From an optimization exercise on the open Yosys and OpenROAD flow, aimed at small area, a short achievable clock period and few clock cycles; shortcuts taken in it are not production practice. RTL that was checked went through simulation tests only; none was proved equivalent to the original.

==> v38 <==
==> flow/design.v <==
package datapathPkg;
    localparam int dataWidth   = 32;
    localparam int regCount    = 16;
    localparam int regIdxWidth = 4;
    localparam int opWidth     = 5;
    localparam int constWidth  = dataWidth - opWidth - 2 * regIdxWidth;   
    localparam int shiftWidth  = $clog2(dataWidth);                       
    localparam int mulDigit    = 4;
    localparam int mulSteps    = dataWidth / mulDigit;
    localparam int mulCntWidth = $clog2(mulSteps);
    localparam logic [opWidth-1:0] opAdd  = 5'b00010;
    localparam logic [opWidth-1:0] opSub  = 5'b00011;
    localparam logic [opWidth-1:0] opAnd  = 5'b00100;
    localparam logic [opWidth-1:0] opOr   = 5'b00101;
    localparam logic [opWidth-1:0] opShr  = 5'b00110;
    localparam logic [opWidth-1:0] opShra = 5'b00111;
    localparam logic [opWidth-1:0] opShl  = 5'b01000;
    localparam logic [opWidth-1:0] opRor  = 5'b01001;
    localparam logic [opWidth-1:0] opRol  = 5'b01010;
    localparam logic [opWidth-1:0] opMul  = 5'b01011;
    localparam logic [opWidth-1:0] opNeg  = 5'b01100;
    localparam logic [opWidth-1:0] opNot  = 5'b01101;
    typedef struct packed {
        logic [opWidth-1:0]                        opcode;
        logic [regIdxWidth-1:0]                    ra;
        logic [regIdxWidth-1:0]                    rb;
        logic [regIdxWidth-1:0]                    rc;
        logic [dataWidth-opWidth-3*regIdxWidth-1:0] unused;   
    } irRFormat;
    typedef struct packed {
        logic [opWidth-1:0]     opcode;
        logic [regIdxWidth-1:0] ra;
        logic [regIdxWidth-1:0] rb;
        logic [constWidth-1:0]  constant;    
    } irIFormat;
    typedef union packed {
        irRFormat rFormat;
        irIFormat iFormat;
    } irWord;
endpackage
`timescale 1ns/1ps
import datapathPkg::*;
module selectEncode (
    input  datapathPkg::irWord                    ir,
    input  logic                                  Gra,
    input  logic                                  Grb,
    input  logic                                  Grc,
    input  logic                                  readEn,
    input  logic                                  BAout,
    output logic [datapathPkg::regCount-1:0]      readHot,
    output logic [datapathPkg::regIdxWidth-1:0]   selIdx,
    output logic [datapathPkg::dataWidth-1:0]     constExt
);
    logic [regCount-1:0] raHot, rbHot, rcHot;
    logic                noGroup;
    logic                constSign;
    always_comb begin
        selIdx = '0;
        if (Gra) selIdx = selIdx | ir.rFormat.ra;
        if (Grb) selIdx = selIdx | ir.rFormat.rb;
        if (Grc) selIdx = selIdx | ir.rFormat.rc;
    end
    assign noGroup = !Gra && !Grb && !Grc;
    for (genvar i = 0; i < regCount; i++) begin : gHot
        assign raHot[i] = (ir.rFormat.ra == i);
        assign rbHot[i] = (ir.rFormat.rb == i);
        assign rcHot[i] = (ir.rFormat.rc == i);
        if (i == 0) begin : gZero
            assign readHot[i] = readEn && !BAout &&
                                ((Gra && raHot[i]) || (Grb && rbHot[i]) ||
                                 (Grc && rcHot[i]) || noGroup);
        end else begin : gOther
            assign readHot[i] = readEn &&
                                ((Gra && raHot[i]) || (Grb && rbHot[i]) ||
                                 (Grc && rcHot[i]));
        end
    end
    assign constSign = ir.iFormat.constant[constWidth-1];
    assign constExt  = {{(dataWidth - constWidth){constSign}}, ir.iFormat.constant};
endmodule
`timescale 1ns/1ps
import datapathPkg::*;
module registerFile (
    input  logic                                  Clock,
    input  logic                                  rstN,
    input  logic                                  writeEn,
    input  logic [datapathPkg::regIdxWidth-1:0]   writeIdx,
    input  logic [datapathPkg::dataWidth-1:0]     writeData,    
    input  logic [datapathPkg::regCount-1:0]      readHot,
    output logic [datapathPkg::dataWidth-1:0]     readData
);
    logic [dataWidth-1:0] regs [regCount];
    for (genvar i = 0; i < regCount; i++) begin : gReg
        always_ff @(posedge Clock) begin
            if (!rstN || (writeEn && writeIdx == i)) begin
                regs[i] <= writeData;
            end
        end
    end
    always_comb begin
        readData = '0;
        for (int i = 0; i < regCount; i++) begin
            readData = readData | (regs[i] & {dataWidth{readHot[i]}});
        end
    end
endmodule
`timescale 1ns/1ps
import datapathPkg::*;
module aluUnit (
    input  logic [datapathPkg::dataWidth-1:0]     opA,
    input  logic [datapathPkg::dataWidth-1:0]     opB,
    input  logic [datapathPkg::opWidth-1:0]       aluOp,
    input  logic                                  incB,
    output logic [datapathPkg::dataWidth-1:0]     lowWord,
    input  logic [datapathPkg::dataWidth-1:0]     hiIn,
    input  logic [datapathPkg::dataWidth-1:0]     loIn,
    input  logic                                  lastDigit,
    output logic [datapathPkg::dataWidth-1:0]     hiOut,
    output logic [datapathPkg::dataWidth-1:0]     loOut
);
    logic [shiftWidth-1:0] shAmt;
    logic                  isAdd, isSub, isNeg, isAnd, isOr, isNot;
    logic                  isShr, isShra, isShl, isRor, isRol;
    logic                  useA, invB, selSum, selShift, rotLeft;
    logic [dataWidth-1:0]  addX, addW, sum;
    logic [shiftWidth-1:0] rotAmt;
    logic [dataWidth-1:0]  rot [shiftWidth+1];
    logic [dataWidth-1:0]  maskR, maskL, keep, shiftRes;
    assign shAmt = opB[shiftWidth-1:0];    
    assign isAdd  = !incB && aluOp == opAdd;
    assign isSub  = !incB && aluOp == opSub;
    assign isNeg  = !incB && aluOp == opNeg;
    assign isAnd  = !incB && aluOp == opAnd;
    assign isOr   = !incB && aluOp == opOr;
    assign isNot  = !incB && aluOp == opNot;
    assign isShr  = !incB && aluOp == opShr;
    assign isShra = !incB && aluOp == opShra;
    assign isShl  = !incB && aluOp == opShl;
    assign isRor  = !incB && aluOp == opRor;
    assign isRol  = !incB && aluOp == opRol;
    assign useA   = isAdd || isSub;
    assign invB   = isSub || isNeg;
    assign selSum = incB || isAdd || isSub || isNeg;
    assign addX   = useA ? opA : '0;
    assign addW   = invB ? ~opB : opB;
    assign sum    = addX + addW + {{(dataWidth-1){1'b0}}, (invB || incB)};
    assign rotLeft  = isShl || isRol;
    assign selShift = isShr || isShra || isShl || isRor || isRol;
    assign rotAmt   = rotLeft ? (~shAmt + 1'b1) : shAmt;
    assign rot[0]   = opA;
    for (genvar k = 0; k < shiftWidth; k++) begin : gRot
        assign rot[k+1] = rotAmt[k] ? {rot[k][(1<<k)-1:0], rot[k][dataWidth-1:(1<<k)]} : rot[k];
    end
    assign maskR    = {dataWidth{1'b1}} >> shAmt;
    assign maskL    = {dataWidth{1'b1}} << shAmt;
    assign keep     = (isShr || isShra) ? maskR : isShl ? maskL : {dataWidth{1'b1}};
    assign shiftRes = (rot[shiftWidth] & keep) | (~keep & {dataWidth{isShra && opA[dataWidth-1]}});
    assign lowWord = ({dataWidth{selSum}}   & sum)
                   | ({dataWidth{isAnd}}    & (opA & opB))
                   | ({dataWidth{isOr}}     & (opA | opB))
                   | ({dataWidth{isNot}}    & ~opB)
                   | ({dataWidth{selShift}} & shiftRes);
    logic [mulDigit-1:0]                 digit;
    logic signed [mulDigit:0]            digitS;
    logic signed [dataWidth+mulDigit:0]  stepSum;
    assign digit   = loIn[mulDigit-1:0];
    assign digitS  = $signed({lastDigit && digit[mulDigit-1], digit});
    assign stepSum = $signed(hiIn) + $signed(opA) * digitS;
    assign hiOut   = stepSum[dataWidth+mulDigit-1:mulDigit];
    assign loOut   = {stepSum[mulDigit-1:0], loIn[dataWidth-1:mulDigit]};
endmodule
`timescale 1ns/1ps
import datapathPkg::*;
module busDatapath (
    input  logic                                  Clock,
    input  logic                                  rstN,
    input  logic                                  stepReq,
    output logic                                  stepAck,
    input  logic                                  PCout,
    input  logic                                  PCin,
    input  logic                                  IncPC,
    input  logic                                  MARin,
    input  logic                                  MDRin,
    input  logic                                  MDRout,
    input  logic                                  Read,
    input  logic                                  IRin,
    input  logic                                  Yin,
    input  logic                                  Zin,
    input  logic                                  Zhighout,
    input  logic                                  Zlowout,
    input  logic                                  HIin,
    input  logic                                  HIout,
    input  logic                                  LOin,
    input  logic                                  LOout,
    input  logic                                  Gra,
    input  logic                                  Grb,
    input  logic                                  Grc,
    input  logic                                  Rin,
    input  logic                                  Rout,
    input  logic                                  BAout,
    input  logic                                  Cout,
    input  logic [datapathPkg::opWidth-1:0]       aluOp,
    input  logic [datapathPkg::dataWidth-1:0]     memDataIn,
    output logic [datapathPkg::dataWidth-1:0]     memDataOut,
    output logic [datapathPkg::dataWidth-1:0]     memAddr
);
    logic                   stepEn;
    logic [dataWidth-1:0]   busData;
    logic [dataWidth-1:0]   pcReg;
    datapathPkg::irWord     irReg;
    logic [dataWidth-1:0]   marReg;
    logic [dataWidth-1:0]   mdrReg;
    logic [dataWidth-1:0]   yReg;
    logic [2*dataWidth-1:0] zReg;
    logic [dataWidth-1:0]   hiReg;
    logic [dataWidth-1:0]   loReg;
    logic [dataWidth-1:0]   busReg;
    logic                   pendPC, pendIR, pendY, pendZ, pendHI, pendLO, pendR;
    logic                   pendInc, pendMul;
    logic [opWidth-1:0]     pendOp;
    logic [regIdxWidth-1:0] pendIdx;
    logic                   mulStart;
    logic                   mulBusy;
    logic                   mulLast;
    logic                   yPend;
    logic [mulCntWidth-1:0] mulCnt;
    logic ePC, eMDR, eZH, eZL, eHI, eLO, eR, eC;
    logic [regCount-1:0]    readHot;
    logic [regIdxWidth-1:0] selIdx;
    logic [dataWidth-1:0]   constExt;
    logic [dataWidth-1:0]   regData;
    logic [dataWidth-1:0]   writeData;
    logic [dataWidth-1:0]   aluLow;
    logic [dataWidth-1:0]   mulHiIn, mulLoIn, mulHiOut, mulLoOut;
    assign stepEn = stepReq && !stepAck && !mulBusy;
    always_ff @(posedge Clock) begin
        if (!rstN) begin
            stepAck <= 1'b0;
        end else if (stepEn) begin
            stepAck <= 1'b1;
        end else if (!stepReq) begin
            stepAck <= 1'b0;    
        end
    end
    assign ePC  = rstN && PCout;
    assign eMDR = rstN && !PCout && MDRout;
    assign eZH  = rstN && !PCout && !MDRout && Zhighout;
    assign eZL  = rstN && !PCout && !MDRout && !Zhighout && Zlowout;
    assign eHI  = rstN && !PCout && !MDRout && !Zhighout && !Zlowout && HIout;
    assign eLO  = rstN && !PCout && !MDRout && !Zhighout && !Zlowout && !HIout && LOout;
    assign eR   = rstN && !PCout && !MDRout && !Zhighout && !Zlowout && !HIout && !LOout
                  && (Rout || BAout);
    assign eC   = rstN && !PCout && !MDRout && !Zhighout && !Zlowout && !HIout && !LOout
                  && !Rout && !BAout && Cout;
    selectEncode uSelect (
        .ir       (irReg),
        .Gra      (Gra),
        .Grb      (Grb),
        .Grc      (Grc),
        .readEn   (eR),
        .BAout    (BAout),
        .readHot  (readHot),
        .selIdx   (selIdx),
        .constExt (constExt)
    );
    assign writeData = busReg & {dataWidth{rstN}};
    registerFile uRegs (
        .Clock     (Clock),
        .rstN      (rstN),
        .writeEn   (pendR),
        .writeIdx  (pendIdx),
        .writeData (writeData),
        .readHot   (readHot),
        .readData  (regData)
    );
    assign busData = ({dataWidth{ePC}}  & pcReg)
                   | ({dataWidth{eMDR}} & mdrReg)
                   | ({dataWidth{eZH}}  & zReg[2*dataWidth-1:dataWidth])
                   | ({dataWidth{eZL}}  & zReg[dataWidth-1:0])
                   | ({dataWidth{eHI}}  & hiReg)
                   | ({dataWidth{eLO}}  & loReg)
                   | regData
                   | ({dataWidth{eC}}   & constExt);
    always_ff @(posedge Clock) begin
        if (!rstN || (stepEn && MARin)) marReg <= busData;
        if (!rstN || (stepEn && MDRin)) mdrReg <= (Read && rstN) ? memDataIn : busData;
    end
    always_ff @(posedge Clock) begin
        if (!mulStart && !mulBusy) busReg <= busData;
        pendPC  <= rstN && stepEn && PCin;
        pendIR  <= rstN && stepEn && IRin;
        pendY   <= rstN && stepEn && Yin;
        pendZ   <= rstN && stepEn && Zin;
        pendHI  <= rstN && stepEn && HIin;
        pendLO  <= rstN && stepEn && LOin;
        pendR   <= rstN && stepEn && Rin;
        pendInc <= IncPC;
        pendMul <= !IncPC && aluOp == opMul;
        pendOp  <= aluOp;
        pendIdx <= selIdx;
    end
    aluUnit uAlu (
        .opA       (yReg),
        .opB       (busReg),
        .aluOp     (pendOp),
        .incB      (pendInc),
        .lowWord   (aluLow),
        .hiIn      (mulHiIn),
        .loIn      (mulLoIn),
        .lastDigit (mulLast),
        .hiOut     (mulHiOut),
        .loOut     (mulLoOut)
    );
    assign mulStart = pendZ && pendMul;
    assign mulLast  = (mulSteps == 1) ? mulStart : (mulBusy && mulCnt == mulCntWidth'(1));
    assign mulHiIn  = mulBusy ? zReg[2*dataWidth-1:dataWidth] : '0;
    assign mulLoIn  = mulBusy ? zReg[dataWidth-1:0] : busReg;
    always_ff @(posedge Clock) begin
        if (!rstN) begin
            mulBusy <= 1'b0;
            mulCnt  <= '0;
            yPend   <= 1'b0;
        end else if (mulStart) begin
            mulBusy <= (mulSteps > 1);
            mulCnt  <= mulCntWidth'(mulSteps - 1);
            yPend   <= pendY;    
        end else if (mulBusy) begin
            mulBusy <= !mulLast;
            mulCnt  <= mulCnt - 1'b1;
            if (mulLast) yPend <= 1'b0;
        end
    end
    always_ff @(posedge Clock) begin
        if (!rstN || pendPC) pcReg <= writeData;
        if (!rstN || pendIR) irReg <= writeData;
        if (!rstN || pendHI) hiReg <= writeData;
        if (!rstN || pendLO) loReg <= writeData;
        if (!rstN || (pendY && !mulStart) || (yPend && mulLast)) yReg <= writeData;
        if (!rstN || pendZ || mulBusy) begin
            if (mulStart || mulBusy) begin
                zReg <= {mulHiOut, mulLoOut} & {2*dataWidth{rstN}};
            end else begin
                zReg <= {{dataWidth{1'b0}}, aluLow & {dataWidth{rstN}}};
            end
        end
    end
    assign memDataOut = mdrReg;
    assign memAddr    = marReg;
endmodule
==> flow/run.sh <==
#!/bin/bash
# synth_recipe.tcl (not shown) runs the flow's synth.tcl, then flattens the netlist and writes it again
# the make line also repeats each setting of config.mk as NAME=value (left out here)
make -C /OpenROAD-flow-scripts/flow DESIGN_CONFIG=/design/flow/config.mk WORK_HOME=/design/flow/orfs CLKGATE_MAP_FILE= SYNTH_SCRIPT=/design/flow/synth_recipe.tcl finish
==> flow/config.mk <==
export PLATFORM = sky130hd
export DESIGN_NAME = busDatapath
export DESIGN_NICKNAME = busDatapath
export VERILOG_FILES = /design/flow/design.v
export SDC_FILE = /design/flow/constraint.sdc
export NUM_CORES = 4
export LEC_CHECK = 0
export CAP_MARGIN = 20
export CORE_MARGIN = 2
export CORE_UTILIZATION = 40
export SLEW_MARGIN = 20
==> flow/constraint.sdc <==
create_clock -name core_clock -period 13.0 [get_ports {Clock}]
set_input_delay 2.6000 -clock core_clock [delete_from_list [all_inputs] [get_ports {Clock}]]
set_output_delay 2.6000 -clock core_clock [all_outputs]
set_load 0.01 [all_outputs]
==> v15 (differences from v38) <==
--- a/flow/design.v
+++ b/flow/design.v
@@ -6,5 +6,5 @@
     localparam int constWidth  = dataWidth - opWidth - 2 * regIdxWidth;   
     localparam int shiftWidth  = $clog2(dataWidth);                       
-    localparam int mulDigit    = 4;
+    localparam int mulDigit    = 2;
     localparam int mulSteps    = dataWidth / mulDigit;
     localparam int mulCntWidth = $clog2(mulSteps);
@@ -115,5 +115,6 @@
     input  logic [datapathPkg::dataWidth-1:0]     hiIn,
     input  logic [datapathPkg::dataWidth-1:0]     loIn,
-    input  logic                                  lastDigit,
+    input  logic                                  prevIn,
+    input  logic                                  mulOn,
     output logic [datapathPkg::dataWidth-1:0]     hiOut,
     output logic [datapathPkg::dataWidth-1:0]     loOut
@@ -123,5 +124,5 @@
     logic                  isShr, isShra, isShl, isRor, isRol;
     logic                  useA, invB, selSum, selShift, rotLeft;
-    logic [dataWidth-1:0]  addX, addW, sum;
+    logic [dataWidth-1:0]  sum;
     logic [shiftWidth-1:0] rotAmt;
     logic [dataWidth-1:0]  rot [shiftWidth+1];
@@ -139,10 +140,31 @@
     assign isRor  = !incB && aluOp == opRor;
     assign isRol  = !incB && aluOp == opRol;
+    localparam int sumWidth = dataWidth + 3;
+    logic                  bLo, bHi, one, two, neg;
+    logic [sumWidth-1:0]   mcand, row, addX, addW, sumWide;
+    assign bLo   = loIn[0];
+    assign bHi   = loIn[1];
+    assign one   = bLo ^ prevIn;
+    assign two   = (bHi && !bLo && !prevIn) || (!bHi && bLo && prevIn);
+    assign neg   = bHi && !(bLo && prevIn);
+    assign mcand = {{3{opA[dataWidth-1]}}, opA};
+    assign row   = (({sumWidth{one}} & mcand) | ({sumWidth{two}} & (mcand << 1)))
+                 ^ {sumWidth{neg}};
     assign useA   = isAdd || isSub;
     assign invB   = isSub || isNeg;
     assign selSum = incB || isAdd || isSub || isNeg;
-    assign addX   = useA ? opA : '0;
-    assign addW   = invB ? ~opB : opB;
-    assign sum    = addX + addW + {{(dataWidth-1){1'b0}}, (invB || incB)};
+    always_comb begin
+        if (mulOn) begin
+            addX = {{3{hiIn[dataWidth-1]}}, hiIn};
+            addW = row;
+        end else begin
+            addX = useA ? {3'b0, opA} : '0;
+            addW = {3'b0, invB ? ~opB : opB};
+        end
+    end
+    assign sumWide = addX + addW + {{(sumWidth-1){1'b0}}, mulOn ? neg : (invB || incB)};
+    assign sum     = sumWide[dataWidth-1:0];
+    assign hiOut   = sumWide[dataWidth+1:2];
+    assign loOut   = {sumWide[1:0], loIn[dataWidth-1:2]};
     assign rotLeft  = isShl || isRol;
     assign selShift = isShr || isShra || isShl || isRor || isRol;
@@ -161,12 +183,4 @@
                    | ({dataWidth{isNot}}    & ~opB)
                    | ({dataWidth{selShift}} & shiftRes);
-    logic [mulDigit-1:0]                 digit;
-    logic signed [mulDigit:0]            digitS;
-    logic signed [dataWidth+mulDigit:0]  stepSum;
-    assign digit   = loIn[mulDigit-1:0];
-    assign digitS  = $signed({lastDigit && digit[mulDigit-1], digit});
-    assign stepSum = $signed(hiIn) + $signed(opA) * digitS;
-    assign hiOut   = stepSum[dataWidth+mulDigit-1:mulDigit];
-    assign loOut   = {stepSum[mulDigit-1:0], loIn[dataWidth-1:mulDigit]};
 endmodule
 `timescale 1ns/1ps
@@ -224,4 +238,5 @@
     logic                   mulLast;
     logic                   yPend;
+    logic                   mulPrev;
     logic [mulCntWidth-1:0] mulCnt;
     logic ePC, eMDR, eZH, eZL, eHI, eLO, eR, eC;
@@ -308,5 +323,6 @@
         .hiIn      (mulHiIn),
         .loIn      (mulLoIn),
-        .lastDigit (mulLast),
+        .prevIn    (mulBusy && mulPrev),
+        .mulOn     (mulStart || mulBusy),
         .hiOut     (mulHiOut),
         .loOut     (mulLoOut)
@@ -320,12 +336,15 @@
             mulBusy <= 1'b0;
             mulCnt  <= '0;
+            mulPrev <= 1'b0;
             yPend   <= 1'b0;
         end else if (mulStart) begin
             mulBusy <= (mulSteps > 1);
             mulCnt  <= mulCntWidth'(mulSteps - 1);
+            mulPrev <= mulLoIn[mulDigit-1];
             yPend   <= pendY;    
         end else if (mulBusy) begin
             mulBusy <= !mulLast;
             mulCnt  <= mulCnt - 1'b1;
+            mulPrev <= mulLoIn[mulDigit-1];
             if (mulLast) yPend <= 1'b0;
         end
==> flow/flow/run.sh (new file) <==
#!/bin/bash
# Standard layout, with the timing repair aiming for extra setup slack so that
# the tools keep shortening paths below the required period.
set -euo pipefail
cd "$(dirname "$0")/.."
MARGIN=$(cat flow/margin.txt)
bash standard.sh SETUP_SLACK_MARGIN="$MARGIN" finish > flow_make.log 2>&1
==> flow/flow/margin.txt (new file) <==
8.5
==> flow/standard.sh (new file) <==
#!/bin/bash
# synth_recipe.tcl (not shown) runs the flow's synth.tcl, then flattens the netlist and writes it again
# the make line also repeats each setting of config.mk as NAME=value (left out here)
make -C /OpenROAD-flow-scripts/flow DESIGN_CONFIG=/design/flow/config.mk WORK_HOME=/design/flow/orfs CLKGATE_MAP_FILE= SYNTH_SCRIPT=/design/flow/synth_recipe.tcl "${@:-finish}"
removed: flow/run.sh
==> results.txt <==
Final standard cell utilization of the core: v38 46.06%; v15 50.24%
RSZ-0062 raised after global routing: v38 no; v15 yes
Non-CTS buffers: v38 203; v15 405
Syn nets: v38 3,705; v15 3,165
Number of placed instances, taps included: v38 4,804; v15 4,321
Post-DP HPWL: v38 91,760 um; v15 89,780 um
Result of the run: v38 complete, no violations; v15 complete, no violations
Post-synthesis adder-cell area fraction: v38 8.975%; v15 1.320%
Post-route cell area: v38 50,070 um2; v15 50,020 um2
Average wire length per cell after detail routing: v38 28.51 um; v15 33.79 um
Syn-to-layout area delta: v38 14.38%; v15 25.01%
Layout buffering overhead excluding clock cells: v38 3.698%; v15 9.743%
Routed via count: v38 30,152; v15 30,883
Routing usage on met2: v38 40.28%; v15 47.46%
Met2 Routed Length: v38 66,160 um; v15 72,600 um
Met3 Use GR: v38 4.586%; v15 5.677%
Die area: v38 112,100 um2; v15 102,600 um2
Critical path origin: v38 busReg[3]$_DFFE_PP_; v15 Zhighout
Slack of the worst reg-to-reg path: v38 6070 ps; v15 8570 ps
Post-synth top area share: v38 56.73%; v15 62.07%
Met1 routed wirelength after detailed routing: v38 58,100 um; v15 60,840 um
Count of state elements after synthesis: v38 851; v15 853
Clock buffers created by TritonCTS: v38 92; v15 88
Post-synthesis cell area: v38 43,770 um2; v15 40,010 um2
Total placed instance area: v38 46,980 um2; v15 43,120 um2
Testbench counts of v15, summed over its fixed seeds: cycles 250,561.
The RTL of v38 was laid out without a check of its function.

[afterwards: timing with drivers on the ports]
No port has a modelled driver above. Below, the same layouts with a new extraction and two added sets of constraints. Step 1 (the two cells are an assumption about what drives the block):
set clk [get_ports {Clock}]
set_driving_cell -lib_cell sky130_fd_sc_hd__clkbuf_16 $clk
set_driving_cell -lib_cell sky130_fd_sc_hd__buf_2 [delete_from_list [all_inputs] $clk]
Step 2 times the ports against the registers' clock, not the clock port: input delays grow and output delays shrink by t, the midpoint of the rising clock arrivals with the driver on. a / b / c = ideal / step 1 / step 2; a / b = the first two.
| run | shift t [ns] | setup slack, ns | worst setup path after step 2 | latest minus earliest clock arrival (ns) | worst slew at a driven data input, ns |
|---|---|---|---|---|---|
| v38 | 0.763 | 6.073 / 6.073 / 6.073 | register to register | 0.080 / 0.080 | 0.06 |
| v15 | 0.726 | 8.317 / 8.224 / 7.498 | input to register | 0.053 / 0.053 | 0.18 |
After both steps every run listed still meets setup and hold. For v15, which loses most, drivers alone change the setup slack by -0.093 ns; drivers and shift together by -0.819 ns.
